This is an optimization exercise on Yosys and OpenROAD, whose aim is small area, a short achievable clock period and few clock cycles per item, not a production implementation. In this exercise RTL edits were held to simulation tests only and were not proved equivalent to the original.

## flow/design.v (module list and top-level ports; edited modules follow where they fit)
// module bfly_fa: 10 lines
// module bfly_ha: 9 lines
// module bfly_xor: 7 lines
// module bfly_and: 7 lines
// module bfly_maj: 8 lines
// module bfly_xnor: 7 lines
// module bfly_andn: 7 lines
// module bfly_ao: 8 lines
// module fft_bfly_pipe: 3523 lines
module fft_bfly_pipe #(
  parameter int DATA_W = 16,
  parameter int TW_W   = 16,
  parameter int TAG_W  = 8
) (
  input  logic              clk,
  input  logic              rst,
  input  logic              in_valid,
  output logic              in_ready,
  input  logic [DATA_W-1:0] a_re,
  input  logic [DATA_W-1:0] a_im,
  input  logic [DATA_W-1:0] b_re,
  input  logic [DATA_W-1:0] b_im,
  input  logic [TW_W-1:0]   w_re,
  input  logic [TW_W-1:0]   w_im,
  input  logic              inv,
  input  logic              scale,
  input  logic [TAG_W-1:0]  tag_in,
  output logic              out_valid,
  input  logic              out_ready,
  output logic [DATA_W-1:0] y0_re,
  output logic [DATA_W-1:0] y0_im,
  output logic [DATA_W-1:0] y1_re,
  output logic [DATA_W-1:0] y1_im,
  output logic              ovf,
  output logic [TAG_W-1:0]  tag_out
);
  // ...
==> flow/run.sh <==
#!/bin/bash
# synth_recipe.tcl (not shown) runs the flow's synth.tcl, then flattens the netlist and writes it again
# the make line also repeats each setting of config.mk as NAME=value (left out here)
make -C /OpenROAD-flow-scripts/flow DESIGN_CONFIG=/design/flow/config.mk WORK_HOME=/design/flow/orfs CLKGATE_MAP_FILE= SYNTH_SCRIPT=/design/flow/synth_recipe.tcl finish
==> flow/config.mk <==
export PLATFORM = sky130hd
export DESIGN_NAME = fft_bfly_pipe
export DESIGN_NICKNAME = fft_bfly_pipe
export VERILOG_FILES = /design/flow/design.v
export SDC_FILE = /design/flow/constraint.sdc
export NUM_CORES = 4
export LEC_CHECK = 0
export CAP_MARGIN = 20
export CORE_MARGIN = 2
export CORE_UTILIZATION = 40
export SETUP_SLACK_MARGIN = 3.8
export SLEW_MARGIN = 20
export SYNTH_HIERARCHICAL = 1
export SYNTH_MINIMUM_KEEP_SIZE = 0
export TNS_END_PERCENT = 0
==> flow/constraint.sdc <==
create_clock -name core_clock -period 7.5 [get_ports {clk}]
set_input_delay 1.5000 -clock core_clock [delete_from_list [all_inputs] [get_ports {clk}]]
set_output_delay 1.5000 -clock core_clock [all_outputs]
set_load 0.01 [all_outputs]
==> out/results.txt, run 1 <==
mux cell area share after synthesis: 0.0186
TritonCTS clock tree: built
slew margin rel.: 0.365
share of cells above drive strength 1: 0.140
IO Pins: 185
full die area: 103,000 um^2
Setup crit start: r1_bi[4]$_DFFE_PP_
Seq/Total Area, Yosys: 0.258
run status: timing/DRC/antenna clean
row cnt: 116
initial antenna violation count: 0
Synth top area share: 0.256
setup_tns: 0 ns
synth top area cells: edfxtp_1 26%, fa_1 15%, xor2_1 13%
Fill cells: 9,439
final net count: 4,229
routed vias/inst: 5.64
Post-Syn Area: 40,200 um^2
DRC violations left: 0
drt first pass iters: 6
FF-to-FF setup slack: 3.79 ns
Tcrit/Tclk final: 0.494
Non-clock buffers, area share: 0.0644
Testbench counts, summed over its fixed seeds: cycles 16,024, items 16,000.
==> run 2: changes to the inputs <==
--- a/flow/design.v
+++ b/flow/design.v
@@ -182,9 +182,17 @@
   wire tre_n302, tre_n303;
-  bfly_fa tre_n302_fa (.a(r1_nwr[6]), .b(r1_nwire[6]), .c((br_wr_pp0[12])), .s(tre_n302), .co(tre_n303));
+  wire tre_n302_x;
+  bfly_xor tre_n302_x1 (.a(r1_nwr[6]), .b(r1_nwire[6]), .y(tre_n302_x));
+  bfly_xor tre_n302_x2 (.a(tre_n302_x), .b((br_wr_pp0[12])), .y(tre_n302));
+  bfly_maj tre_n302_m (.a(r1_nwr[6]), .b(r1_nwire[6]), .c((br_wr_pp0[12])), .y(tre_n303));
   wire tre_n304, tre_n305;
-  bfly_ha tre_n304_ha (.a((br_wr_pp1[10])), .b((br_wr_pp2[8])), .s(tre_n304), .co(tre_n305));
+  bfly_xor tre_n304_x (.a((br_wr_pp1[10])), .b((br_wr_pp2[8])), .y(tre_n304));
+  bfly_and tre_n304_a (.a((br_wr_pp1[10])), .b((br_wr_pp2[8])), .y(tre_n305));
   wire tre_n306, tre_n307;
-  bfly_fa tre_n306_fa (.a((br_wr_pp0[13])), .b((br_wr_pp1[11])), .c((br_wr_pp2[9])), .s(tre_n306), .co(tre_n307));
+  wire tre_n306_x;
+  bfly_xor tre_n306_x1 (.a((br_wr_pp0[13])), .b((br_wr_pp1[11])), .y(tre_n306_x));
+  bfly_xor tre_n306_x2 (.a(tre_n306_x), .b((br_wr_pp2[9])), .y(tre_n306));
+  bfly_maj tre_n306_m (.a((br_wr_pp0[13])), .b((br_wr_pp1[11])), .c((br_wr_pp2[9])), .y(tre_n307));
   wire tre_n308, tre_n309;
-  bfly_ha tre_n308_ha (.a((br_wr_pp3[7])), .b((br_wr_pp4[5])), .s(tre_n308), .co(tre_n309));
+  bfly_xor tre_n308_x (.a((br_wr_pp3[7])), .b((br_wr_pp4[5])), .y(tre_n308));
+  bfly_and tre_n308_a (.a((br_wr_pp3[7])), .b((br_wr_pp4[5])), .y(tre_n309));
   wire tre_n310, tre_n311;
@@ -203,3 +211,6 @@
   wire tre_n316, tre_n317;
-  bfly_fa tre_n316_fa (.a((br_wr_pp6[2])), .b((br_wr_pp7[0])), .c((bi_wi_pp0[14])), .s(tre_n316), .co(tre_n317));
+  wire tre_n316_x;
+  bfly_xor tre_n316_x1 (.a((br_wr_pp6[2])), .b((br_wr_pp7[0])), .y(tre_n316_x));
+  bfly_xor tre_n316_x2 (.a(tre_n316_x), .b((bi_wi_pp0[14])), .y(tre_n316));
+  bfly_maj tre_n316_m (.a((br_wr_pp6[2])), .b((br_wr_pp7[0])), .c((bi_wi_pp0[14])), .y(tre_n317));
   wire tre_n318, tre_n319;
@@ -215,3 +226,6 @@
   wire tre_n322, tre_n323;
-  bfly_fa tre_n322_fa (.a((br_wr_pp6[3])), .b((br_wr_pp7[1])), .c((bi_wi_pp0[15])), .s(tre_n322), .co(tre_n323));
+  wire tre_n322_x;
+  bfly_xor tre_n322_x1 (.a((br_wr_pp6[3])), .b((br_wr_pp7[1])), .y(tre_n322_x));
+  bfly_xor tre_n322_x2 (.a(tre_n322_x), .b((bi_wi_pp0[15])), .y(tre_n322));
+  bfly_maj tre_n322_m (.a((br_wr_pp6[3])), .b((br_wr_pp7[1])), .c((bi_wi_pp0[15])), .y(tre_n323));
   wire tre_n324, tre_n325;
@@ -230,5 +244,9 @@
   wire tre_n330, tre_n331;
-  bfly_fa tre_n330_fa (.a((br_wr_pp6[4])), .b((br_wr_pp7[2])), .c((~bi_wi_pp0[16])), .s(tre_n330), .co(tre_n331));
+  wire tre_n330_x;
+  bfly_xor tre_n330_x1 (.a((br_wr_pp6[4])), .b((br_wr_pp7[2])), .y(tre_n330_x));
+  bfly_xor tre_n330_x2 (.a(tre_n330_x), .b((~bi_wi_pp0[16])), .y(tre_n330));
+  bfly_maj tre_n330_m (.a((br_wr_pp6[4])), .b((br_wr_pp7[2])), .c((~bi_wi_pp0[16])), .y(tre_n331));
   wire tre_n332, tre_n333;
-  bfly_ha tre_n332_ha (.a((bi_wi_pp1[14])), .b((bi_wi_pp2[12])), .s(tre_n332), .co(tre_n333));
+  bfly_xor tre_n332_x (.a((bi_wi_pp1[14])), .b((bi_wi_pp2[12])), .y(tre_n332));
+  bfly_and tre_n332_a (.a((bi_wi_pp1[14])), .b((bi_wi_pp2[12])), .y(tre_n333));
   wire tre_n334, tre_n335;
@@ -242,3 +260,6 @@
   wire tre_n338, tre_n339;
-  bfly_fa tre_n338_fa (.a((br_wr_pp6[5])), .b((br_wr_pp7[3])), .c((bi_wi_pp1[15])), .s(tre_n338), .co(tre_n339));
+  wire tre_n338_x;
+  bfly_xor tre_n338_x1 (.a((br_wr_pp6[5])), .b((br_wr_pp7[3])), .y(tre_n338_x));
+  bfly_xor tre_n338_x2 (.a(tre_n338_x), .b((bi_wi_pp1[15])), .y(tre_n338));
+  bfly_maj tre_n338_m (.a((br_wr_pp6[5])), .b((br_wr_pp7[3])), .c((bi_wi_pp1[15])), .y(tre_n339));
   wire tre_n340, tre_n341;
@@ -247,5 +268,9 @@
   wire tre_n342, tre_n343;
-  bfly_fa tre_n342_fa (.a((br_wr_pp3[12])), .b((br_wr_pp4[10])), .c((br_wr_pp5[8])), .s(tre_n342), .co(tre_n343));
+  wire tre_n342_x;
+  bfly_xor tre_n342_x1 (.a((br_wr_pp3[12])), .b((br_wr_pp4[10])), .y(tre_n342_x));
+  bfly_xor tre_n342_x2 (.a(tre_n342_x), .b((br_wr_pp5[8])), .y(tre_n342));
+  bfly_maj tre_n342_m (.a((br_wr_pp3[12])), .b((br_wr_pp4[10])), .c((br_wr_pp5[8])), .y(tre_n343));
   wire tre_n344, tre_n345;
-  bfly_ha tre_n344_ha (.a((br_wr_pp6[6])), .b((br_wr_pp7[4])), .s(tre_n344), .co(tre_n345));
+  bfly_xor tre_n344_x (.a((br_wr_pp6[6])), .b((br_wr_pp7[4])), .y(tre_n344));
+  bfly_and tre_n344_a (.a((br_wr_pp6[6])), .b((br_wr_pp7[4])), .y(tre_n345));
   wire tre_n346, tre_n347;
@@ -291,7 +316,16 @@
   wire tre_n382, tre_n383;
-  bfly_fa tre_n382_fa (.a((br_wr_pp5[3])), .b((br_wr_pp6[1])), .c((bi_wi_pp0[13])), .s(tre_n382), .co(tre_n383));
+  wire tre_n382_x;
+  bfly_xor tre_n382_x1 (.a((br_wr_pp5[3])), .b((br_wr_pp6[1])), .y(tre_n382_x));
+  bfly_xor tre_n382_x2 (.a(tre_n382_x), .b((bi_wi_pp0[13])), .y(tre_n382));
+  bfly_maj tre_n382_m (.a((br_wr_pp5[3])), .b((br_wr_pp6[1])), .c((bi_wi_pp0[13])), .y(tre_n383));
   wire tre_n384, tre_n385;
-  bfly_fa tre_n384_fa (.a((bi_wi_pp1[11])), .b((bi_wi_pp2[9])), .c((bi_wi_pp3[7])), .s(tre_n384), .co(tre_n385));
+  wire tre_n384_x;
+  bfly_xor tre_n384_x1 (.a((bi_wi_pp1[11])), .b((bi_wi_pp2[9])), .y(tre_n384_x));
+  bfly_xor tre_n384_x2 (.a(tre_n384_x), .b((bi_wi_pp3[7])), .y(tre_n384));
+  bfly_maj tre_n384_m (.a((bi_wi_pp1[11])), .b((bi_wi_pp2[9])), .c((bi_wi_pp3[7])), .y(tre_n385));
   wire tre_n386, tre_n387;
-  bfly_fa tre_n386_fa (.a((bi_wi_pp4[5])), .b((bi_wi_pp5[3])), .c((bi_wi_pp6[1])), .s(tre_n386), .co(tre_n387));
+  wire tre_n386_x;
+  bfly_xor tre_n386_x1 (.a((bi_wi_pp4[5])), .b((bi_wi_pp5[3])), .y(tre_n386_x));
+  bfly_xor tre_n386_x2 (.a(tre_n386_x), .b((bi_wi_pp6[1])), .y(tre_n386));
+  bfly_maj tre_n386_m (.a((bi_wi_pp4[5])), .b((bi_wi_pp5[3])), .c((bi_wi_pp6[1])), .y(tre_n387));
   wire tre_n388, tre_n389;
@@ -320,3 +354,6 @@
   wire tre_n402, tre_n403;
-  bfly_fa tre_n402_fa (.a(tre_n324), .b(tre_n313), .c(tre_n315), .s(tre_n402), .co(tre_n403));
+  wire tre_n402_x;
+  bfly_xor tre_n402_x1 (.a(tre_n324), .b(tre_n313), .y(tre_n402_x));
+  bfly_xor tre_n402_x2 (.a(tre_n402_x), .b(tre_n315), .y(tre_n402));
+  bfly_maj tre_n402_m (.a(tre_n324), .b(tre_n313), .c(tre_n315), .y(tre_n403));
   wire tre_n404, tre_n405;
@@ -329,3 +366,6 @@
   wire tre_n408, tre_n409;
-  bfly_fa tre_n408_fa (.a((bi_wi_pp6[4])), .b((bi_wi_pp7[2])), .c(tre_n325), .s(tre_n408), .co(tre_n409));
+  wire tre_n408_x;
+  bfly_xor tre_n408_x1 (.a((bi_wi_pp6[4])), .b((bi_wi_pp7[2])), .y(tre_n408_x));
+  bfly_xor tre_n408_x2 (.a(tre_n408_x), .b(tre_n325), .y(tre_n408));
+  bfly_maj tre_n408_m (.a((bi_wi_pp6[4])), .b((bi_wi_pp7[2])), .c(tre_n325), .y(tre_n409));
   wire tre_n410, tre_n411;
@@ -345,3 +385,6 @@
   wire tre_n418, tre_n419;
-  bfly_fa tre_n418_fa (.a(tre_n333), .b(tre_n327), .c(tre_n329), .s(tre_n418), .co(tre_n419));
+  wire tre_n418_x;
+  bfly_xor tre_n418_x1 (.a(tre_n333), .b(tre_n327), .y(tre_n418_x));
+  bfly_xor tre_n418_x2 (.a(tre_n418_x), .b(tre_n329), .y(tre_n418));
+  bfly_maj tre_n418_m (.a(tre_n333), .b(tre_n327), .c(tre_n329), .y(tre_n419));
   wire tre_n420, tre_n421;
@@ -445,3 +488,6 @@
   wire tre_n498, tre_n499;
-  bfly_fa tre_n498_fa (.a(tre_n366), .b(tre_n368), .c(tre_n370), .s(tre_n498), .co(tre_n499));
+  wire tre_n498_x;
+  bfly_xor tre_n498_x1 (.a(tre_n366), .b(tre_n368), .y(tre_n498_x));
+  bfly_xor tre_n498_x2 (.a(tre_n498_x), .b(tre_n370), .y(tre_n498));
+  bfly_maj tre_n498_m (.a(tre_n366), .b(tre_n368), .c(tre_n370), .y(tre_n499));
   wire tre_n500, tre_n501;
@@ -474,3 +520,6 @@
   wire tre_n518, tre_n519;
-  bfly_fa tre_n518_fa (.a(tre_n391), .b(tre_n393), .c(tre_n398), .s(tre_n518), .co(tre_n519));
+  wire tre_n518_x;
+  bfly_xor tre_n518_x1 (.a(tre_n391), .b(tre_n393), .y(tre_n518_x));
+  bfly_xor tre_n518_x2 (.a(tre_n518_x), .b(tre_n398), .y(tre_n518));
+  bfly_maj tre_n518_m (.a(tre_n391), .b(tre_n393), .c(tre_n398), .y(tre_n519));
   wire tre_n520, tre_n521;
@@ -501,5 +550,11 @@
   wire tre_n530, tre_n531;
-  bfly_fa tre_n530_fa (.a(tre_n407), .b(tre_n414), .c(tre_n416), .s(tre_n530), .co(tre_n531));
+  wire tre_n530_x;
+  bfly_xor tre_n530_x1 (.a(tre_n407), .b(tre_n414), .y(tre_n530_x));
+  bfly_xor tre_n530_x2 (.a(tre_n530_x), .b(tre_n416), .y(tre_n530));
+  bfly_maj tre_n530_m (.a(tre_n407), .b(tre_n414), .c(tre_n416), .y(tre_n531));
   wire tre_n532, tre_n533;
-  bfly_fa tre_n532_fa (.a(tre_n338), .b(tre_n409), .c(tre_n411), .s(tre_n532), .co(tre_n533));
+  wire tre_n532_x;
+  bfly_xor tre_n532_x1 (.a(tre_n338), .b(tre_n409), .y(tre_n532_x));
+  bfly_xor tre_n532_x2 (.a(tre_n532_x), .b(tre_n411), .y(tre_n532));
+  bfly_maj tre_n532_m (.a(tre_n338), .b(tre_n409), .c(tre_n411), .y(tre_n533));
   wire tre_n534, tre_n535;
@@ -510,5 +565,11 @@
   wire tre_n536, tre_n537;
-  bfly_fa tre_n536_fa (.a(tre_n415), .b(tre_n417), .c(tre_n422), .s(tre_n536), .co(tre_n537));
+  wire tre_n536_x;
+  bfly_xor tre_n536_x1 (.a(tre_n415), .b(tre_n417), .y(tre_n536_x));
+  bfly_xor tre_n536_x2 (.a(tre_n536_x), .b(tre_n422), .y(tre_n536));
+  bfly_maj tre_n536_m (.a(tre_n415), .b(tre_n417), .c(tre_n422), .y(tre_n537));
   wire tre_n538, tre_n539;
-  bfly_fa tre_n538_fa (.a(tre_n424), .b(tre_n342), .c(tre_n419), .s(tre_n538), .co(tre_n539));
+  wire tre_n538_x;
+  bfly_xor tre_n538_x1 (.a(tre_n424), .b(tre_n342), .y(tre_n538_x));
+  bfly_xor tre_n538_x2 (.a(tre_n538_x), .b(tre_n419), .y(tre_n538));
+  bfly_maj tre_n538_m (.a(tre_n424), .b(tre_n342), .c(tre_n419), .y(tre_n539));
   wire tre_n540, tre_n541;
@@ -519,5 +580,11 @@
   wire tre_n542, tre_n543;
-  bfly_fa tre_n542_fa (.a(tre_n423), .b(tre_n425), .c(tre_n430), .s(tre_n542), .co(tre_n543));
+  wire tre_n542_x;
+  bfly_xor tre_n542_x1 (.a(tre_n423), .b(tre_n425), .y(tre_n542_x));
+  bfly_xor tre_n542_x2 (.a(tre_n542_x), .b(tre_n430), .y(tre_n542));
+  bfly_maj tre_n542_m (.a(tre_n423), .b(tre_n425), .c(tre_n430), .y(tre_n543));
   wire tre_n544, tre_n545;
-  bfly_fa tre_n544_fa (.a(tre_n432), .b(tre_n434), .c(tre_n346), .s(tre_n544), .co(tre_n545));
+  wire tre_n544_x;
+  bfly_xor tre_n544_x1 (.a(tre_n432), .b(tre_n434), .y(tre_n544_x));
+  bfly_xor tre_n544_x2 (.a(tre_n544_x), .b(tre_n346), .y(tre_n544));
+  bfly_maj tre_n544_m (.a(tre_n432), .b(tre_n434), .c(tre_n346), .y(tre_n545));
   wire tre_n546, tre_n547;
@@ -592,3 +659,6 @@
   wire tre_n608, tre_n609;
-  bfly_fa tre_n608_fa (.a(tre_n476), .b(tre_n478), .c(tre_n480), .s(tre_n608), .co(tre_n609));
+  wire tre_n608_x;
+  bfly_xor tre_n608_x1 (.a(tre_n476), .b(tre_n478), .y(tre_n608_x));
+  bfly_xor tre_n608_x2 (.a(tre_n608_x), .b(tre_n480), .y(tre_n608));
+  bfly_maj tre_n608_m (.a(tre_n476), .b(tre_n478), .c(tre_n480), .y(tre_n609));
   wire tre_n610, tre_n611;
@@ -596,3 +666,6 @@
   wire tre_n612, tre_n613;
-  bfly_fa tre_n612_fa (.a(tre_n484), .b(tre_n481), .c(tre_n486), .s(tre_n612), .co(tre_n613));
+  wire tre_n612_x;
+  bfly_xor tre_n612_x1 (.a(tre_n484), .b(tre_n481), .y(tre_n612_x));
+  bfly_xor tre_n612_x2 (.a(tre_n612_x), .b(tre_n486), .y(tre_n612));
+  bfly_maj tre_n612_m (.a(tre_n484), .b(tre_n481), .c(tre_n486), .y(tre_n613));
   wire tre_n614, tre_n615;
@@ -600,9 +673,21 @@
   wire tre_n616, tre_n617;
-  bfly_fa tre_n616_fa (.a(tre_n487), .b(tre_n490), .c(tre_n492), .s(tre_n616), .co(tre_n617));
+  wire tre_n616_x;
+  bfly_xor tre_n616_x1 (.a(tre_n487), .b(tre_n490), .y(tre_n616_x));
+  bfly_xor tre_n616_x2 (.a(tre_n616_x), .b(tre_n492), .y(tre_n616));
+  bfly_maj tre_n616_m (.a(tre_n487), .b(tre_n490), .c(tre_n492), .y(tre_n617));
   wire tre_n618, tre_n619;
-  bfly_fa tre_n618_fa (.a(tre_n489), .b(tre_n491), .c(tre_n494), .s(tre_n618), .co(tre_n619));
+  wire tre_n618_x;
+  bfly_xor tre_n618_x1 (.a(tre_n489), .b(tre_n491), .y(tre_n618_x));
+  bfly_xor tre_n618_x2 (.a(tre_n618_x), .b(tre_n494), .y(tre_n618));
+  bfly_maj tre_n618_m (.a(tre_n489), .b(tre_n491), .c(tre_n494), .y(tre_n619));
   wire tre_n620, tre_n621;
-  bfly_fa tre_n620_fa (.a(tre_n493), .b(tre_n496), .c(tre_n498), .s(tre_n620), .co(tre_n621));
+  wire tre_n620_x;
+  bfly_xor tre_n620_x1 (.a(tre_n493), .b(tre_n496), .y(tre_n620_x));
+  bfly_xor tre_n620_x2 (.a(tre_n620_x), .b(tre_n498), .y(tre_n620));
+  bfly_maj tre_n620_m (.a(tre_n493), .b(tre_n496), .c(tre_n498), .y(tre_n621));
   wire tre_n622, tre_n623;
-  bfly_fa tre_n622_fa (.a(tre_n495), .b(tre_n497), .c(tre_n499), .s(tre_n622), .co(tre_n623));
+  wire tre_n622_x;
+  bfly_xor tre_n622_x1 (.a(tre_n495), .b(tre_n497), .y(tre_n622_x));
+  bfly_xor tre_n622_x2 (.a(tre_n622_x), .b(tre_n499), .y(tre_n622));
+  bfly_maj tre_n622_m (.a(tre_n495), .b(tre_n497), .c(tre_n499), .y(tre_n623));
   wire tre_n624, tre_n625;
@@ -613,3 +698,6 @@
   wire tre_n626, tre_n627;
-  bfly_fa tre_n626_fa (.a(tre_n501), .b(tre_n503), .c(tre_n506), .s(tre_n626), .co(tre_n627));
+  wire tre_n626_x;
+  bfly_xor tre_n626_x1 (.a(tre_n501), .b(tre_n503), .y(tre_n626_x));
+  bfly_xor tre_n626_x2 (.a(tre_n626_x), .b(tre_n506), .y(tre_n626));
+  bfly_maj tre_n626_m (.a(tre_n501), .b(tre_n503), .c(tre_n506), .y(tre_n627));
   wire tre_n628, tre_n629;
@@ -677,3 +765,6 @@
   wire tre_n654, tre_n655;
-  bfly_fa tre_n654_fa (.a(tre_n543), .b(tre_n545), .c(tre_n548), .s(tre_n654), .co(tre_n655));
+  wire tre_n654_x;
+  bfly_xor tre_n654_x1 (.a(tre_n543), .b(tre_n545), .y(tre_n654_x));
+  bfly_xor tre_n654_x2 (.a(tre_n654_x), .b(tre_n548), .y(tre_n654));
+  bfly_maj tre_n654_m (.a(tre_n543), .b(tre_n545), .c(tre_n548), .y(tre_n655));
   wire tre_n656, tre_n657;
@@ -684,3 +775,6 @@
   wire tre_n658, tre_n659;
-  bfly_fa tre_n658_fa (.a(tre_n549), .b(tre_n551), .c(tre_n554), .s(tre_n658), .co(tre_n659));
+  wire tre_n658_x;
+  bfly_xor tre_n658_x1 (.a(tre_n549), .b(tre_n551), .y(tre_n658_x));
+  bfly_xor tre_n658_x2 (.a(tre_n658_x), .b(tre_n554), .y(tre_n658));
+  bfly_maj tre_n658_m (.a(tre_n549), .b(tre_n551), .c(tre_n554), .y(tre_n659));
   wire tre_n660, tre_n661;
@@ -691,5 +785,11 @@
   wire tre_n662, tre_n663;
-  bfly_fa tre_n662_fa (.a(tre_n560), .b(tre_n555), .c(tre_n557), .s(tre_n662), .co(tre_n663));
+  wire tre_n662_x;
+  bfly_xor tre_n662_x1 (.a(tre_n560), .b(tre_n555), .y(tre_n662_x));
+  bfly_xor tre_n662_x2 (.a(tre_n662_x), .b(tre_n557), .y(tre_n662));
+  bfly_maj tre_n662_m (.a(tre_n560), .b(tre_n555), .c(tre_n557), .y(tre_n663));
   wire tre_n664, tre_n665;
-  bfly_fa tre_n664_fa (.a(tre_n562), .b(tre_n559), .c(tre_n564), .s(tre_n664), .co(tre_n665));
+  wire tre_n664_x;
+  bfly_xor tre_n664_x1 (.a(tre_n562), .b(tre_n559), .y(tre_n664_x));
+  bfly_xor tre_n664_x2 (.a(tre_n664_x), .b(tre_n564), .y(tre_n664));
+  bfly_maj tre_n664_m (.a(tre_n562), .b(tre_n559), .c(tre_n564), .y(tre_n665));
   wire tre_n666, tre_n667;
@@ -697,3 +797,6 @@
   wire tre_n668, tre_n669;
-  bfly_fa tre_n668_fa (.a(tre_n568), .b(tre_n565), .c(tre_n570), .s(tre_n668), .co(tre_n669));
+  wire tre_n668_x;
+  bfly_xor tre_n668_x1 (.a(tre_n568), .b(tre_n565), .y(tre_n668_x));
+  bfly_xor tre_n668_x2 (.a(tre_n668_x), .b(tre_n570), .y(tre_n668));
+  bfly_maj tre_n668_m (.a(tre_n568), .b(tre_n565), .c(tre_n570), .y(tre_n669));
   wire tre_n670, tre_n671;
@@ -816,3 +919,6 @@
   wire tre_n738, tre_n739;
-  bfly_fa tre_n738_fa (.a(tre_n671), .b(tre_n674), .c(tre_n673), .s(tre_n738), .co(tre_n739));
+  wire tre_n738_x;
+  bfly_xor tre_n738_x1 (.a(tre_n671), .b(tre_n674), .y(tre_n738_x));
+  bfly_xor tre_n738_x2 (.a(tre_n738_x), .b(tre_n673), .y(tre_n738));
+  bfly_maj tre_n738_m (.a(tre_n671), .b(tre_n674), .c(tre_n673), .y(tre_n739));
   wire tre_n740, tre_n741;
@@ -944,9 +1050,17 @@
   wire tim_n302, tim_n303;
-  bfly_fa tim_n302_fa (.a(r1_nwr[6]), .b(r1_nwiim[6]), .c((bi_wr_pp0[12])), .s(tim_n302), .co(tim_n303));
+  wire tim_n302_x;
+  bfly_xor tim_n302_x1 (.a(r1_nwr[6]), .b(r1_nwiim[6]), .y(tim_n302_x));
+  bfly_xor tim_n302_x2 (.a(tim_n302_x), .b((bi_wr_pp0[12])), .y(tim_n302));
+  bfly_maj tim_n302_m (.a(r1_nwr[6]), .b(r1_nwiim[6]), .c((bi_wr_pp0[12])), .y(tim_n303));
   wire tim_n304, tim_n305;
-  bfly_ha tim_n304_ha (.a((bi_wr_pp1[10])), .b((bi_wr_pp2[8])), .s(tim_n304), .co(tim_n305));
+  bfly_xor tim_n304_x (.a((bi_wr_pp1[10])), .b((bi_wr_pp2[8])), .y(tim_n304));
+  bfly_and tim_n304_a (.a((bi_wr_pp1[10])), .b((bi_wr_pp2[8])), .y(tim_n305));
   wire tim_n306, tim_n307;
-  bfly_fa tim_n306_fa (.a((bi_wr_pp0[13])), .b((bi_wr_pp1[11])), .c((bi_wr_pp2[9])), .s(tim_n306), .co(tim_n307));
+  wire tim_n306_x;
+  bfly_xor tim_n306_x1 (.a((bi_wr_pp0[13])), .b((bi_wr_pp1[11])), .y(tim_n306_x));
+  bfly_xor tim_n306_x2 (.a(tim_n306_x), .b((bi_wr_pp2[9])), .y(tim_n306));
+  bfly_maj tim_n306_m (.a((bi_wr_pp0[13])), .b((bi_wr_pp1[11])), .c((bi_wr_pp2[9])), .y(tim_n307));
   wire tim_n308, tim_n309;
-  bfly_ha tim_n308_ha (.a((bi_wr_pp3[7])), .b((bi_wr_pp4[5])), .s(tim_n308), .co(tim_n309));
+  bfly_xor tim_n308_x (.a((bi_wr_pp3[7])), .b((bi_wr_pp4[5])), .y(tim_n308));
+  bfly_and tim_n308_a (.a((bi_wr_pp3[7])), .b((bi_wr_pp4[5])), .y(tim_n309));
   wire tim_n310, tim_n311;
@@ -965,3 +1079,6 @@
   wire tim_n316, tim_n317;
-  bfly_fa tim_n316_fa (.a((bi_wr_pp6[2])), .b((bi_wr_pp7[0])), .c((br_wi_pp0[14])), .s(tim_n316), .co(tim_n317));
+  wire tim_n316_x;
+  bfly_xor tim_n316_x1 (.a((bi_wr_pp6[2])), .b((bi_wr_pp7[0])), .y(tim_n316_x));
+  bfly_xor tim_n316_x2 (.a(tim_n316_x), .b((br_wi_pp0[14])), .y(tim_n316));
+  bfly_maj tim_n316_m (.a((bi_wr_pp6[2])), .b((bi_wr_pp7[0])), .c((br_wi_pp0[14])), .y(tim_n317));
   wire tim_n318, tim_n319;
@@ -977,3 +1094,6 @@
   wire tim_n322, tim_n323;
-  bfly_fa tim_n322_fa (.a((bi_wr_pp6[3])), .b((bi_wr_pp7[1])), .c((br_wi_pp0[15])), .s(tim_n322), .co(tim_n323));
+  wire tim_n322_x;
+  bfly_xor tim_n322_x1 (.a((bi_wr_pp6[3])), .b((bi_wr_pp7[1])), .y(tim_n322_x));
+  bfly_xor tim_n322_x2 (.a(tim_n322_x), .b((br_wi_pp0[15])), .y(tim_n322));
+  bfly_maj tim_n322_m (.a((bi_wr_pp6[3])), .b((bi_wr_pp7[1])), .c((br_wi_pp0[15])), .y(tim_n323));
   wire tim_n324, tim_n325;
@@ -992,5 +1112,9 @@
   wire tim_n330, tim_n331;
-  bfly_fa tim_n330_fa (.a((bi_wr_pp6[4])), .b((bi_wr_pp7[2])), .c((~br_wi_pp0[16])), .s(tim_n330), .co(tim_n331));
+  wire tim_n330_x;
+  bfly_xor tim_n330_x1 (.a((bi_wr_pp6[4])), .b((bi_wr_pp7[2])), .y(tim_n330_x));
+  bfly_xor tim_n330_x2 (.a(tim_n330_x), .b((~br_wi_pp0[16])), .y(tim_n330));
+  bfly_maj tim_n330_m (.a((bi_wr_pp6[4])), .b((bi_wr_pp7[2])), .c((~br_wi_pp0[16])), .y(tim_n331));
   wire tim_n332, tim_n333;
-  bfly_ha tim_n332_ha (.a((br_wi_pp1[14])), .b((br_wi_pp2[12])), .s(tim_n332), .co(tim_n333));
+  bfly_xor tim_n332_x (.a((br_wi_pp1[14])), .b((br_wi_pp2[12])), .y(tim_n332));
+  bfly_and tim_n332_a (.a((br_wi_pp1[14])), .b((br_wi_pp2[12])), .y(tim_n333));
   wire tim_n334, tim_n335;
@@ -1004,3 +1128,6 @@
   wire tim_n338, tim_n339;
-  bfly_fa tim_n338_fa (.a((bi_wr_pp6[5])), .b((bi_wr_pp7[3])), .c((br_wi_pp1[15])), .s(tim_n338), .co(tim_n339));
+  wire tim_n338_x;
+  bfly_xor tim_n338_x1 (.a((bi_wr_pp6[5])), .b((bi_wr_pp7[3])), .y(tim_n338_x));
+  bfly_xor tim_n338_x2 (.a(tim_n338_x), .b((br_wi_pp1[15])), .y(tim_n338));
+  bfly_maj tim_n338_m (.a((bi_wr_pp6[5])), .b((bi_wr_pp7[3])), .c((br_wi_pp1[15])), .y(tim_n339));
   wire tim_n340, tim_n341;
@@ -1009,5 +1136,9 @@
   wire tim_n342, tim_n343;
-  bfly_fa tim_n342_fa (.a((bi_wr_pp3[12])), .b((bi_wr_pp4[10])), .c((bi_wr_pp5[8])), .s(tim_n342), .co(tim_n343));
+  wire tim_n342_x;
+  bfly_xor tim_n342_x1 (.a((bi_wr_pp3[12])), .b((bi_wr_pp4[10])), .y(tim_n342_x));
+  bfly_xor tim_n342_x2 (.a(tim_n342_x), .b((bi_wr_pp5[8])), .y(tim_n342));
+  bfly_maj tim_n342_m (.a((bi_wr_pp3[12])), .b((bi_wr_pp4[10])), .c((bi_wr_pp5[8])), .y(tim_n343));
   wire tim_n344, tim_n345;
-  bfly_ha tim_n344_ha (.a((bi_wr_pp6[6])), .b((bi_wr_pp7[4])), .s(tim_n344), .co(tim_n345));
+  bfly_xor tim_n344_x (.a((bi_wr_pp6[6])), .b((bi_wr_pp7[4])), .y(tim_n344));
+  bfly_and tim_n344_a (.a((bi_wr_pp6[6])), .b((bi_wr_pp7[4])), .y(tim_n345));
   wire tim_n346, tim_n347;
@@ -1053,7 +1184,16 @@
   wire tim_n382, tim_n383;
-  bfly_fa tim_n382_fa (.a((bi_wr_pp5[3])), .b((bi_wr_pp6[1])), .c((br_wi_pp0[13])), .s(tim_n382), .co(tim_n383));
+  wire tim_n382_x;
+  bfly_xor tim_n382_x1 (.a((bi_wr_pp5[3])), .b((bi_wr_pp6[1])), .y(tim_n382_x));
+  bfly_xor tim_n382_x2 (.a(tim_n382_x), .b((br_wi_pp0[13])), .y(tim_n382));
+  bfly_maj tim_n382_m (.a((bi_wr_pp5[3])), .b((bi_wr_pp6[1])), .c((br_wi_pp0[13])), .y(tim_n383));
   wire tim_n384, tim_n385;
-  bfly_fa tim_n384_fa (.a((br_wi_pp1[11])), .b((br_wi_pp2[9])), .c((br_wi_pp3[7])), .s(tim_n384), .co(tim_n385));
+  wire tim_n384_x;
+  bfly_xor tim_n384_x1 (.a((br_wi_pp1[11])), .b((br_wi_pp2[9])), .y(tim_n384_x));
+  bfly_xor tim_n384_x2 (.a(tim_n384_x), .b((br_wi_pp3[7])), .y(tim_n384));
+  bfly_maj tim_n384_m (.a((br_wi_pp1[11])), .b((br_wi_pp2[9])), .c((br_wi_pp3[7])), .y(tim_n385));
   wire tim_n386, tim_n387;
-  bfly_fa tim_n386_fa (.a((br_wi_pp4[5])), .b((br_wi_pp5[3])), .c((br_wi_pp6[1])), .s(tim_n386), .co(tim_n387));
+  wire tim_n386_x;
+  bfly_xor tim_n386_x1 (.a((br_wi_pp4[5])), .b((br_wi_pp5[3])), .y(tim_n386_x));
+  bfly_xor tim_n386_x2 (.a(tim_n386_x), .b((br_wi_pp6[1])), .y(tim_n386));
+  bfly_maj tim_n386_m (.a((br_wi_pp4[5])), .b((br_wi_pp5[3])), .c((br_wi_pp6[1])), .y(tim_n387));
   wire tim_n388, tim_n389;
@@ -1082,3 +1222,6 @@
   wire tim_n402, tim_n403;
-  bfly_fa tim_n402_fa (.a(tim_n324), .b(tim_n313), .c(tim_n315), .s(tim_n402), .co(tim_n403));
+  wire tim_n402_x;
+  bfly_xor tim_n402_x1 (.a(tim_n324), .b(tim_n313), .y(tim_n402_x));
+  bfly_xor tim_n402_x2 (.a(tim_n402_x), .b(tim_n315), .y(tim_n402));
+  bfly_maj tim_n402_m (.a(tim_n324), .b(tim_n313), .c(tim_n315), .y(tim_n403));
   wire tim_n404, tim_n405;
@@ -1091,3 +1234,6 @@
   wire tim_n408, tim_n409;
-  bfly_fa tim_n408_fa (.a((br_wi_pp6[4])), .b((br_wi_pp7[2])), .c(tim_n325), .s(tim_n408), .co(tim_n409));
+  wire tim_n408_x;
+  bfly_xor tim_n408_x1 (.a((br_wi_pp6[4])), .b((br_wi_pp7[2])), .y(tim_n408_x));
+  bfly_xor tim_n408_x2 (.a(tim_n408_x), .b(tim_n325), .y(tim_n408));
+  bfly_maj tim_n408_m (.a((br_wi_pp6[4])), .b((br_wi_pp7[2])), .c(tim_n325), .y(tim_n409));
   wire tim_n410, tim_n411;
@@ -1107,3 +1253,6 @@
   wire tim_n418, tim_n419;
-  bfly_fa tim_n418_fa (.a(tim_n333), .b(tim_n327), .c(tim_n329), .s(tim_n418), .co(tim_n419));
+  wire tim_n418_x;
+  bfly_xor tim_n418_x1 (.a(tim_n333), .b(tim_n327), .y(tim_n418_x));
+  bfly_xor tim_n418_x2 (.a(tim_n418_x), .b(tim_n329), .y(tim_n418));
+  bfly_maj tim_n418_m (.a(tim_n333), .b(tim_n327), .c(tim_n329), .y(tim_n419));
   wire tim_n420, tim_n421;
@@ -1207,3 +1356,6 @@
   wire tim_n498, tim_n499;
-  bfly_fa tim_n498_fa (.a(tim_n366), .b(tim_n368), .c(tim_n370), .s(tim_n498), .co(tim_n499));
+  wire tim_n498_x;
+  bfly_xor tim_n498_x1 (.a(tim_n366), .b(tim_n368), .y(tim_n498_x));
+  bfly_xor tim_n498_x2 (.a(tim_n498_x), .b(tim_n370), .y(tim_n498));
+  bfly_maj tim_n498_m (.a(tim_n366), .b(tim_n368), .c(tim_n370), .y(tim_n499));
   wire tim_n500, tim_n501;
@@ -1236,3 +1388,6 @@
   wire tim_n518, tim_n519;
-  bfly_fa tim_n518_fa (.a(tim_n391), .b(tim_n393), .c(tim_n398), .s(tim_n518), .co(tim_n519));
+  wire tim_n518_x;
+  bfly_xor tim_n518_x1 (.a(tim_n391), .b(tim_n393), .y(tim_n518_x));
+  bfly_xor tim_n518_x2 (.a(tim_n518_x), .b(tim_n398), .y(tim_n518));
+  bfly_maj tim_n518_m (.a(tim_n391), .b(tim_n393), .c(tim_n398), .y(tim_n519));
   wire tim_n520, tim_n521;
@@ -1263,5 +1418,11 @@
   wire tim_n530, tim_n531;
-  bfly_fa tim_n530_fa (.a(tim_n407), .b(tim_n414), .c(tim_n416), .s(tim_n530), .co(tim_n531));
+  wire tim_n530_x;
+  bfly_xor tim_n530_x1 (.a(tim_n407), .b(tim_n414), .y(tim_n530_x));
+  bfly_xor tim_n530_x2 (.a(tim_n530_x), .b(tim_n416), .y(tim_n530));
+  bfly_maj tim_n530_m (.a(tim_n407), .b(tim_n414), .c(tim_n416), .y(tim_n531));
   wire tim_n532, tim_n533;
-  bfly_fa tim_n532_fa (.a(tim_n338), .b(tim_n409), .c(tim_n411), .s(tim_n532), .co(tim_n533));
+  wire tim_n532_x;
+  bfly_xor tim_n532_x1 (.a(tim_n338), .b(tim_n409), .y(tim_n532_x));
+  bfly_xor tim_n532_x2 (.a(tim_n532_x), .b(tim_n411), .y(tim_n532));
+  bfly_maj tim_n532_m (.a(tim_n338), .b(tim_n409), .c(tim_n411), .y(tim_n533));
   wire tim_n534, tim_n535;
@@ -1272,5 +1433,11 @@
   wire tim_n536, tim_n537;
-  bfly_fa tim_n536_fa (.a(tim_n415), .b(tim_n417), .c(tim_n422), .s(tim_n536), .co(tim_n537));
+  wire tim_n536_x;
+  bfly_xor tim_n536_x1 (.a(tim_n415), .b(tim_n417), .y(tim_n536_x));
+  bfly_xor tim_n536_x2 (.a(tim_n536_x), .b(tim_n422), .y(tim_n536));
+  bfly_maj tim_n536_m (.a(tim_n415), .b(tim_n417), .c(tim_n422), .y(tim_n537));
   wire tim_n538, tim_n539;
-  bfly_fa tim_n538_fa (.a(tim_n424), .b(tim_n342), .c(tim_n419), .s(tim_n538), .co(tim_n539));
+  wire tim_n538_x;
+  bfly_xor tim_n538_x1 (.a(tim_n424), .b(tim_n342), .y(tim_n538_x));
+  bfly_xor tim_n538_x2 (.a(tim_n538_x), .b(tim_n419), .y(tim_n538));
+  bfly_maj tim_n538_m (.a(tim_n424), .b(tim_n342), .c(tim_n419), .y(tim_n539));
   wire tim_n540, tim_n541;
@@ -1281,5 +1448,11 @@
   wire tim_n542, tim_n543;
-  bfly_fa tim_n542_fa (.a(tim_n423), .b(tim_n425), .c(tim_n430), .s(tim_n542), .co(tim_n543));
+  wire tim_n542_x;
+  bfly_xor tim_n542_x1 (.a(tim_n423), .b(tim_n425), .y(tim_n542_x));
+  bfly_xor tim_n542_x2 (.a(tim_n542_x), .b(tim_n430), .y(tim_n542));
+  bfly_maj tim_n542_m (.a(tim_n423), .b(tim_n425), .c(tim_n430), .y(tim_n543));
   wire tim_n544, tim_n545;
-  bfly_fa tim_n544_fa (.a(tim_n432), .b(tim_n434), .c(tim_n346), .s(tim_n544), .co(tim_n545));
+  wire tim_n544_x;
+  bfly_xor tim_n544_x1 (.a(tim_n432), .b(tim_n434), .y(tim_n544_x));
+  bfly_xor tim_n544_x2 (.a(tim_n544_x), .b(tim_n346), .y(tim_n544));
+  bfly_maj tim_n544_m (.a(tim_n432), .b(tim_n434), .c(tim_n346), .y(tim_n545));
   wire tim_n546, tim_n547;
@@ -1354,3 +1527,6 @@
   wire tim_n608, tim_n609;
-  bfly_fa tim_n608_fa (.a(tim_n476), .b(tim_n478), .c(tim_n480), .s(tim_n608), .co(tim_n609));
+  wire tim_n608_x;
+  bfly_xor tim_n608_x1 (.a(tim_n476), .b(tim_n478), .y(tim_n608_x));
+  bfly_xor tim_n608_x2 (.a(tim_n608_x), .b(tim_n480), .y(tim_n608));
+  bfly_maj tim_n608_m (.a(tim_n476), .b(tim_n478), .c(tim_n480), .y(tim_n609));
   wire tim_n610, tim_n611;
@@ -1358,3 +1534,6 @@
   wire tim_n612, tim_n613;
-  bfly_fa tim_n612_fa (.a(tim_n484), .b(tim_n481), .c(tim_n486), .s(tim_n612), .co(tim_n613));
+  wire tim_n612_x;
+  bfly_xor tim_n612_x1 (.a(tim_n484), .b(tim_n481), .y(tim_n612_x));
+  bfly_xor tim_n612_x2 (.a(tim_n612_x), .b(tim_n486), .y(tim_n612));
+  bfly_maj tim_n612_m (.a(tim_n484), .b(tim_n481), .c(tim_n486), .y(tim_n613));
   wire tim_n614, tim_n615;
@@ -1362,9 +1541,21 @@
   wire tim_n616, tim_n617;
-  bfly_fa tim_n616_fa (.a(tim_n487), .b(tim_n490), .c(tim_n492), .s(tim_n616), .co(tim_n617));
+  wire tim_n616_x;
+  bfly_xor tim_n616_x1 (.a(tim_n487), .b(tim_n490), .y(tim_n616_x));
+  bfly_xor tim_n616_x2 (.a(tim_n616_x), .b(tim_n492), .y(tim_n616));
+  bfly_maj tim_n616_m (.a(tim_n487), .b(tim_n490), .c(tim_n492), .y(tim_n617));
   wire tim_n618, tim_n619;
-  bfly_fa tim_n618_fa (.a(tim_n489), .b(tim_n491), .c(tim_n494), .s(tim_n618), .co(tim_n619));
+  wire tim_n618_x;
+  bfly_xor tim_n618_x1 (.a(tim_n489), .b(tim_n491), .y(tim_n618_x));
+  bfly_xor tim_n618_x2 (.a(tim_n618_x), .b(tim_n494), .y(tim_n618));
+  bfly_maj tim_n618_m (.a(tim_n489), .b(tim_n491), .c(tim_n494), .y(tim_n619));
   wire tim_n620, tim_n621;
-  bfly_fa tim_n620_fa (.a(tim_n493), .b(tim_n496), .c(tim_n498), .s(tim_n620), .co(tim_n621));
+  wire tim_n620_x;
+  bfly_xor tim_n620_x1 (.a(tim_n493), .b(tim_n496), .y(tim_n620_x));
+  bfly_xor tim_n620_x2 (.a(tim_n620_x), .b(tim_n498), .y(tim_n620));
+  bfly_maj tim_n620_m (.a(tim_n493), .b(tim_n496), .c(tim_n498), .y(tim_n621));
   wire tim_n622, tim_n623;
-  bfly_fa tim_n622_fa (.a(tim_n495), .b(tim_n497), .c(tim_n499), .s(tim_n622), .co(tim_n623));
+  wire tim_n622_x;
+  bfly_xor tim_n622_x1 (.a(tim_n495), .b(tim_n497), .y(tim_n622_x));
+  bfly_xor tim_n622_x2 (.a(tim_n622_x), .b(tim_n499), .y(tim_n622));
+  bfly_maj tim_n622_m (.a(tim_n495), .b(tim_n497), .c(tim_n499), .y(tim_n623));
   wire tim_n624, tim_n625;
@@ -1375,3 +1566,6 @@
   wire tim_n626, tim_n627;
-  bfly_fa tim_n626_fa (.a(tim_n501), .b(tim_n503), .c(tim_n506), .s(tim_n626), .co(tim_n627));
+  wire tim_n626_x;
+  bfly_xor tim_n626_x1 (.a(tim_n501), .b(tim_n503), .y(tim_n626_x));
+  bfly_xor tim_n626_x2 (.a(tim_n626_x), .b(tim_n506), .y(tim_n626));
+  bfly_maj tim_n626_m (.a(tim_n501), .b(tim_n503), .c(tim_n506), .y(tim_n627));
   wire tim_n628, tim_n629;
@@ -1439,3 +1633,6 @@
   wire tim_n654, tim_n655;
-  bfly_fa tim_n654_fa (.a(tim_n543), .b(tim_n545), .c(tim_n548), .s(tim_n654), .co(tim_n655));
+  wire tim_n654_x;
+  bfly_xor tim_n654_x1 (.a(tim_n543), .b(tim_n545), .y(tim_n654_x));
+  bfly_xor tim_n654_x2 (.a(tim_n654_x), .b(tim_n548), .y(tim_n654));
+  bfly_maj tim_n654_m (.a(tim_n543), .b(tim_n545), .c(tim_n548), .y(tim_n655));
   wire tim_n656, tim_n657;
@@ -1446,3 +1643,6 @@
   wire tim_n658, tim_n659;
-  bfly_fa tim_n658_fa (.a(tim_n549), .b(tim_n551), .c(tim_n554), .s(tim_n658), .co(tim_n659));
+  wire tim_n658_x;
+  bfly_xor tim_n658_x1 (.a(tim_n549), .b(tim_n551), .y(tim_n658_x));
+  bfly_xor tim_n658_x2 (.a(tim_n658_x), .b(tim_n554), .y(tim_n658));
+  bfly_maj tim_n658_m (.a(tim_n549), .b(tim_n551), .c(tim_n554), .y(tim_n659));
   wire tim_n660, tim_n661;
@@ -1453,5 +1653,11 @@
   wire tim_n662, tim_n663;
-  bfly_fa tim_n662_fa (.a(tim_n560), .b(tim_n555), .c(tim_n557), .s(tim_n662), .co(tim_n663));
+  wire tim_n662_x;
+  bfly_xor tim_n662_x1 (.a(tim_n560), .b(tim_n555), .y(tim_n662_x));
+  bfly_xor tim_n662_x2 (.a(tim_n662_x), .b(tim_n557), .y(tim_n662));
+  bfly_maj tim_n662_m (.a(tim_n560), .b(tim_n555), .c(tim_n557), .y(tim_n663));
   wire tim_n664, tim_n665;
-  bfly_fa tim_n664_fa (.a(tim_n562), .b(tim_n559), .c(tim_n564), .s(tim_n664), .co(tim_n665));
+  wire tim_n664_x;
+  bfly_xor tim_n664_x1 (.a(tim_n562), .b(tim_n559), .y(tim_n664_x));
+  bfly_xor tim_n664_x2 (.a(tim_n664_x), .b(tim_n564), .y(tim_n664));
+  bfly_maj tim_n664_m (.a(tim_n562), .b(tim_n559), .c(tim_n564), .y(tim_n665));
   wire tim_n666, tim_n667;
@@ -1459,3 +1665,6 @@
   wire tim_n668, tim_n669;
-  bfly_fa tim_n668_fa (.a(tim_n568), .b(tim_n565), .c(tim_n570), .s(tim_n668), .co(tim_n669));
+  wire tim_n668_x;
+  bfly_xor tim_n668_x1 (.a(tim_n568), .b(tim_n565), .y(tim_n668_x));
+  bfly_xor tim_n668_x2 (.a(tim_n668_x), .b(tim_n570), .y(tim_n668));
+  bfly_maj tim_n668_m (.a(tim_n568), .b(tim_n565), .c(tim_n570), .y(tim_n669));
   wire tim_n670, tim_n671;
@@ -1578,3 +1787,6 @@
   wire tim_n738, tim_n739;
-  bfly_fa tim_n738_fa (.a(tim_n671), .b(tim_n674), .c(tim_n673), .s(tim_n738), .co(tim_n739));
+  wire tim_n738_x;
+  bfly_xor tim_n738_x1 (.a(tim_n671), .b(tim_n674), .y(tim_n738_x));
+  bfly_xor tim_n738_x2 (.a(tim_n738_x), .b(tim_n673), .y(tim_n738));
+  bfly_maj tim_n738_m (.a(tim_n671), .b(tim_n674), .c(tim_n673), .y(tim_n739));
   wire tim_n740, tim_n741;
==> run 2 against run 1 <==
Effect of this change:
- still clean
- clock skew fell by 0.017 ns
- critical path depth did not move
- sequential cell count did not move
- die area rose by 1.5%
- fmax fell by 1.3%
- synthesized cell count rose by 3.9%
- setup slack got worse by 0.050 ns
- cell count rose by 4.4%
==> out/results.txt, run 2 <==
Area Overhead vs Synth: 12.1%
largest net degree at the start of global routing: 73
TritonCTS clock tree: built
IO Pins: 185 (unchanged)
Crit. End Element: flip-flop
I/O Buffers: 184
syn_area_per_cell: 10.7 um^2
worst slew pin tran: 0.962 ns
register bit total from synthesis: 346
commonest register cell after synthesis: edfxtp_1
hold path startpoint: r2_tag[6]$_DFFE_PP_
synth warn: 7
Worst Path Required: 7.85 ns
WL final: 118,000 um
fin area: 45,800 um^2
drt wl/cell: 22.2 um
Post-Syn Instances: 3,818
Final Worst Setup Slack: 3.74 ns
routed vias: 29,500
synth top area cells: edfxtp_1 25%, xor2_1 16%, xnor2_1 13%
Max Cap Viol: 0
Initial Utilization: 0.403
count of flip-flops with a built-in enable after synthesis: 343
cell taking the most area after synthesis: edfxtp_1
Setup crit start: r1_nwiim[7]$_DFFE_PP_
die width: 324 um
Skew-Pair Late Insertion Delay: 0.62 ns
CTS Buf Count: 46
clock slew seen by the registers of the worst setup and hold paths: 0.05 ns
Detail Placement HPWL: 77,400 um
RSZ-0062 raised after global routing: true
drt first pass iters: 6 (unchanged)
run status: timing/DRC/antenna clean
WP data arrival: 4.11 ns
Achievable Freq: 0.266 GHz
Seq/Total Area, Yosys: 0.254 (-0.00381)
CTS sink cnt: 346
gpl congestion: 0.829
most frequent cells in the layout: 731 x xor2_1, 584 x xnor2_1, 480 x a22oi_1, 343 x edfxtp_1, 300 x maj3_2
Slew Limit Fails: 0
Synth cell types: 39
Post-Syn Area: 40,800 um^2 (+1.5%)
fin crit period: 3.76 ns
Die Span Y: 324 um
vias in the first global route: 30,600
Synth top area share: 0.252 (-0.00379)
routed vias/inst: 5.55 (-1.6%)
Final Hold Fails: 0
DRT iter0 DRCs: 2,530
Tcrit/Tclk final: 0.501 (+0.00661)
row cnt: 117 (+0.86%)
most common cell after layout, fill and taps aside: xor2_1
Setup violations, final: 0
Antenna Nets Post-Route: 0
final net count: 4,302 (+1.7%)
minimum setup slack after placement: 2.97 ns
Worst R2R Start: r1_nwiim[7]$_DFFE_PP_
most frequent cell after synthesis: xor2_1
global-route wire length before repair: 182,000 um
# diodes: 0
CTS root buf: clkbuf_16
Overall Global Routing Usage: 0.226
DRC violations left: 0 (unchanged)
overflow left after global routing: 0
Placed Area: 44,000 um^2
setup_tns: 0 ns (unchanged)
Fill cells: 9,551 (+1.2%)
full die area: 105,000 um^2 (+1.5%)
initial antenna violation count: 0 (unchanged)
htree depth: 2
Max FO, Critical Path: 19
hold crit path type: reg2reg
CP Launch Type: flip-flop
Synth async-reset ratio: 0
share of cells above drive strength 1: 0.152 (+0.0115)
Layout Skew: 0.0158 ns
WS Path Type: reg2reg
hold_buf cts: 0
Max Root-Sink Buffers: 3
final hold slack: 0.417 ns
slew margin rel.: 0.358 (-0.00602)
Commonest cells post-synth: 731 x xor2_1, 584 x xnor2_1, 480 x a22oi_1, 343 x edfxtp_1, 300 x maj3_2
core area: 101,000 um^2
run 2: final cells by class:
| type | count | area [um^2] | share of cell area |
|---|---|---|---|
| clock buffer | 55 | 1200 | 0.0263 |
| clock inverter | 30 | 352 | 0.00768 |
| inverter | 77 | 307 | 0.00669 |
| multi-input combinational | 3152 | 29100 | 0.636 |
| sequential | 346 | 10400 | 0.226 |
| tap | 1368 | 1710 | 0.0374 |
| timing repair buffer | 295 | 2720 | 0.0594 |
run 2: cell families after synthesis:
family	share of synthesized area
muxes	0.0183
DFF	0.254
and+or+nand+nor	0.0630
AOI/OAI and AO/OA	0.139
other	0.000184
xor gates and xnor gates	0.282
buffers and inverters	0.0357
adders and majority gates	0.208
run 2: Yosys stat by module (local to each module, per instance), a selection:
module / cell area, um^2 / copies in the design / cells inside
bfly_andn: 13.8 / 34 / 1
bfly_ha: 12.5 / 30 / 1
bfly_xor: 8.76 / 684 / 1
bfly_fa: 20.0 / 226 / 1
bfly_ao: 7.51 / 240 / 1
fft_bfly_pipe: 22500 / 1 / 2034
run 2: final timing paths:
kind,endpoint,slack (ns),cells past startpoint
setup reg to reg,r2_im0[11]$_DFFE_PP_,3.74,11
hold / removal,r3_tag[6]$_DFFE_PP_,0.42,0
setup / recovery,r2_im0[11]$_DFFE_PP_,3.74,11
hold reg to reg,r3_tag[6]$_DFFE_PP_,0.42,0
run 2: critical path, cell delays in order (launching register included):
cell and delay, ns:
edfxtp_1 0.32, buf_4 0.38, inv_4 0.28, ha_1 0.56
inv_1 0.13, maj3_2 0.36, maj3_2 0.35, xor2_1 0.19
xor2_1 0.25, xor2_1 0.19, xor2_1 0.12, maj3_2 0.31
run 2: repair_timing:
item,in CTS,in global routing
endpoints found under the setup margin,73,83
gates resized for setup,8,16
gates cloned,1,0
pin swaps,0,0
buffers inserted,16,7
run 2: per-stage QoR:
stage                     cells   util
final                      5323  0.451
after CTS                  5316  0.451
after floorplan            3846      -
after global placement     5214  0.434
after detailed placement   5214  0.434
after global routing       5323  0.451
run 2: per-layer routing:
layer	GRT usage	part of all wire	up-vias
li1	-	-	13500
met1	0.297	0.43	14600
met2	0.369	0.46	1265
met3	0.0327	0.069	270
met4	0.0967	0.043	0
met5	0	0	-
Testbench counts of run 2, summed over its fixed seeds: cycles 16,024, items 16,000.
==> run 3: changes to the inputs <==
--- a/flow/config.mk
+++ b/flow/config.mk
@@ -9,3 +9,4 @@
 export CORE_MARGIN = 2
-export CORE_UTILIZATION = 40
+export CORE_UTILIZATION = 55
+export PLACE_DENSITY = 0.7
 export SETUP_SLACK_MARGIN = 3.8
==> run 3 against run 2 <==
Effect of this change:
- die area down 27%
- cell count shrank 7.9%
- utilization rose by 17 points
==> out/results.txt, run 3 <==
Detail Placement HPWL: 72,000 um (-6.9%)
syn_area_per_cell: 10.7 um^2 (unchanged)
setup_tns: 0 ns (unchanged)
drt wl/cell: 22.4 um (+0.86%)
Synth async-reset ratio: 0 (unchanged)
Die Span Y: 276 um (-15%)
most frequent cell after synthesis: xor2_1
RSZ-0062 raised after global routing: true
Synth cell types: 39 (unchanged)
hold_buf cts: 0 (unchanged)
Worst Path Required: 6.00 ns (-1.85 ns)
DRC violations left: 0 (unchanged)
minimum setup slack after placement: 3.00 ns (+0.0274 ns)
worst slew pin tran: 0.967 ns (+0.00461 ns)
Post-Syn Instances: 3,818 (unchanged)
WS Path Type: in2out
Final Worst Setup Slack: 3.80 ns (+0.0597 ns)
Layout Skew: 0.0165 ns (+0.000734 ns)
full die area: 76,400 um^2 (-27%)
CP Launch Type: input pin
gpl congestion: 0.860 (+3.7%)
largest net degree at the start of global routing: 103 (+41%)
Synth top area share: 0.252 (unchanged)
Setup violations, final: 0 (unchanged)
most frequent cells in the layout: 730 x xor2_1, 580 x xnor2_1, 478 x a22oi_1, 343 x edfxtp_1, 300 x maj3_2
Achievable Freq: 0.271 GHz (+1.6%)
WP data arrival: 2.20 ns (-1.91 ns)
commonest register cell after synthesis: edfxtp_1
count of flip-flops with a built-in enable after synthesis: 343 (unchanged)
row cnt: 99 (-15%)
Fill cells: 6,052 (-37%)
fin crit period: 3.70 ns (-0.0597 ns)
Crit. End Element: primary output
Max Cap Viol: 0 (unchanged)
most common cell after layout, fill and taps aside: xor2_1
final net count: 4,300 (-0.046%)
CTS root buf: clkbuf_16
Initial Utilization: 0.558 (+0.155)
Final Hold Fails: 0 (unchanged)
slew margin rel.: 0.355 (-0.00307)
I/O Buffers: 184 (unchanged)
Post-Syn Area: 40,800 um^2 (unchanged)
cell taking the most area after synthesis: edfxtp_1
overflow left after global routing: 0 (unchanged)
synth warn: 7 (unchanged)
Skew-Pair Late Insertion Delay: 0.58 ns (-0.04 ns)
CTS sink cnt: 346 (unchanged)
core area: 73,200 um^2 (-28%)
Tcrit/Tclk final: 0.493 (-0.00795)
drt first pass iters: 6 (unchanged)
routed vias/inst: 6.09 (+9.6%)
vias in the first global route: 30,600 (+0.26%)
Seq/Total Area, Yosys: 0.254 (unchanged)
IO Pins: 185 (unchanged)
initial antenna violation count: 0 (unchanged)
share of cells above drive strength 1: 0.152 (-0.000414)
global-route wire length before repair: 173,000 um (-5.2%)
Max Root-Sink Buffers: 3 (unchanged)
TritonCTS clock tree: built
CTS Buf Count: 42 (-8.7%)
Max FO, Critical Path: 2 (-17)
run status: timing/DRC/antenna clean
routed vias: 29,800 (+1.0%)
Antenna Nets Post-Route: 0 (unchanged)
die width: 276 um (-15%)
hold crit path type: reg2reg
Commonest cells post-synth: 731 x xor2_1, 584 x xnor2_1, 480 x a22oi_1, 343 x edfxtp_1, 300 x maj3_2
htree depth: 2 (unchanged)
clock slew seen by the registers of the worst setup and hold paths: 0.05 ns (about the same)
register bit total from synthesis: 346 (unchanged)
Area Overhead vs Synth: 10.8%
# diodes: 0 (unchanged)
DRT iter0 DRCs: 2,740 (+8.3%)
synth top area cells: edfxtp_1 25%, xor2_1 16%, xnor2_1 13%
Overall Global Routing Usage: 0.285 (+0.0594)
Slew Limit Fails: 0 (unchanged)
WL final: 110,000 um (-7.1%)
## run 3: path summary, 6_finish.rpt
check,startpoint,to,slack (ns),depth (start not counted)
max reg2reg,r1_nwr[4]$_DFFE_PP_,r2_im1[14]$_DFFE_PP_,3.84,11
max,out_ready,in_ready,3.80,3
min reg2reg,r2_tag[0]$_DFFE_PP_,r3_tag[0]$_DFFE_PP_,0.42,0
min,r2_tag[0]$_DFFE_PP_,r3_tag[0]$_DFFE_PP_,0.42,0
## run 3: what timing repair did
| item | in CTS | in global routing |
|---|---|---|
| resized for setup | 9 | 67 |
| pin swaps | 0 | 3 |
| setup buffers | 14 | 12 |
| cloned | 0 | 0 |
| setup endpoints to repair | 78 | 106 |
## run 3: layout make-up
class,count,area (um^2),share of cell area
multi-input cells,3151,29200,0.645
flip-flops and latches,346,10400,0.229
repair buffers,298,2900,0.0640
well taps,959,1200,0.0265
clock buffers,48,1090,0.0242
inverters,77,312,0.00689
clock inverters,26,196,0.00434
## run 3: metrics by stage
step                      std cells  hold slack, ns  area [um^2]   util
after floorplan                3846           0.400        40900      -
after global placement         4805           0.402        43500  0.594
after detailed placement       4805           0.407        43500  0.594
after CTS                      4893           0.420        44900  0.614
after global routing           4905           0.427        45200  0.618
final                          4905           0.421        45200  0.618
## run 3: cell families after synthesis
group,Yosys count,share of synthesized area
simple gates,395,0.0630
flops,346,0.254
mux,67,0.0183
xor+xnor,1315,0.282
other cells,2,0.000184
compound gates,770,0.139
fa+ha+maj,574,0.208
buf+inv,349,0.0357
## run 3: layer usage
| metal | track usage | vias to the layer above | routed length (um) | share of wire |
|---|---|---|---|---|
| li1 | - | 13400 | - | - |
| met1 | 0.372 | 14600 | 45000 | 0.41 |
| met2 | 0.462 | 1457 | 50900 | 0.46 |
| met3 | 0.0500 | 334 | 8810 | 0.080 |
| met4 | 0.133 | 0 | 5260 | 0.048 |
| met5 | 0 | - | 0 | 0 |
## run 3: modules after synthesis (local to each module, per instance), excerpt
module,area [um^2],copies in the design,cells
fft_bfly_pipe,22500,1,2034
bfly_fa,20.0,226,1
bfly_andn,13.8,34,1
bfly_ha,12.5,30,1
bfly_xor,8.76,684,1
bfly_xnor,8.76,36,1
bfly_ao,7.51,240,1
bfly_and,6.26,234,1
## run 3: worst max-delay path: stages
cell           delay (ns)
dlygate4sd2_1        0.23
nand2b_4             0.25
buf_6                0.19

## static timing again, ports no longer ideal
Ports are ideal in the flow. The routed layouts listed here were re-timed in OpenROAD.
Step 1 assumes that a clkbuf_16 drives the clock port and a buf_2 every other input.
Step 2 also shifts input and output timing later by t, the mid clock arrival at the registers, as if the neighbouring blocks saw the same clock.
a / b / c = no drivers / after step 1 / after step 2; a / b = the first two.
run	t, ns	setup slack, ns	latest minus earliest clock arrival (ns)	pins driven straight from the clock port
run 1	0.691	3.795 / 3.795 / 3.403	0.033 / 0.033	1
run 2	0.677	3.745 / 3.745 / 3.745	0.019 / 0.019	1
run 3	0.641	3.805 / 3.785 / 3.315	0.017 / 0.017	1
After both steps setup and hold are still met in every run listed. For run 3, which loses most, drivers alone change the setup slack by -0.020 ns; drivers and shift together by -0.490 ns.
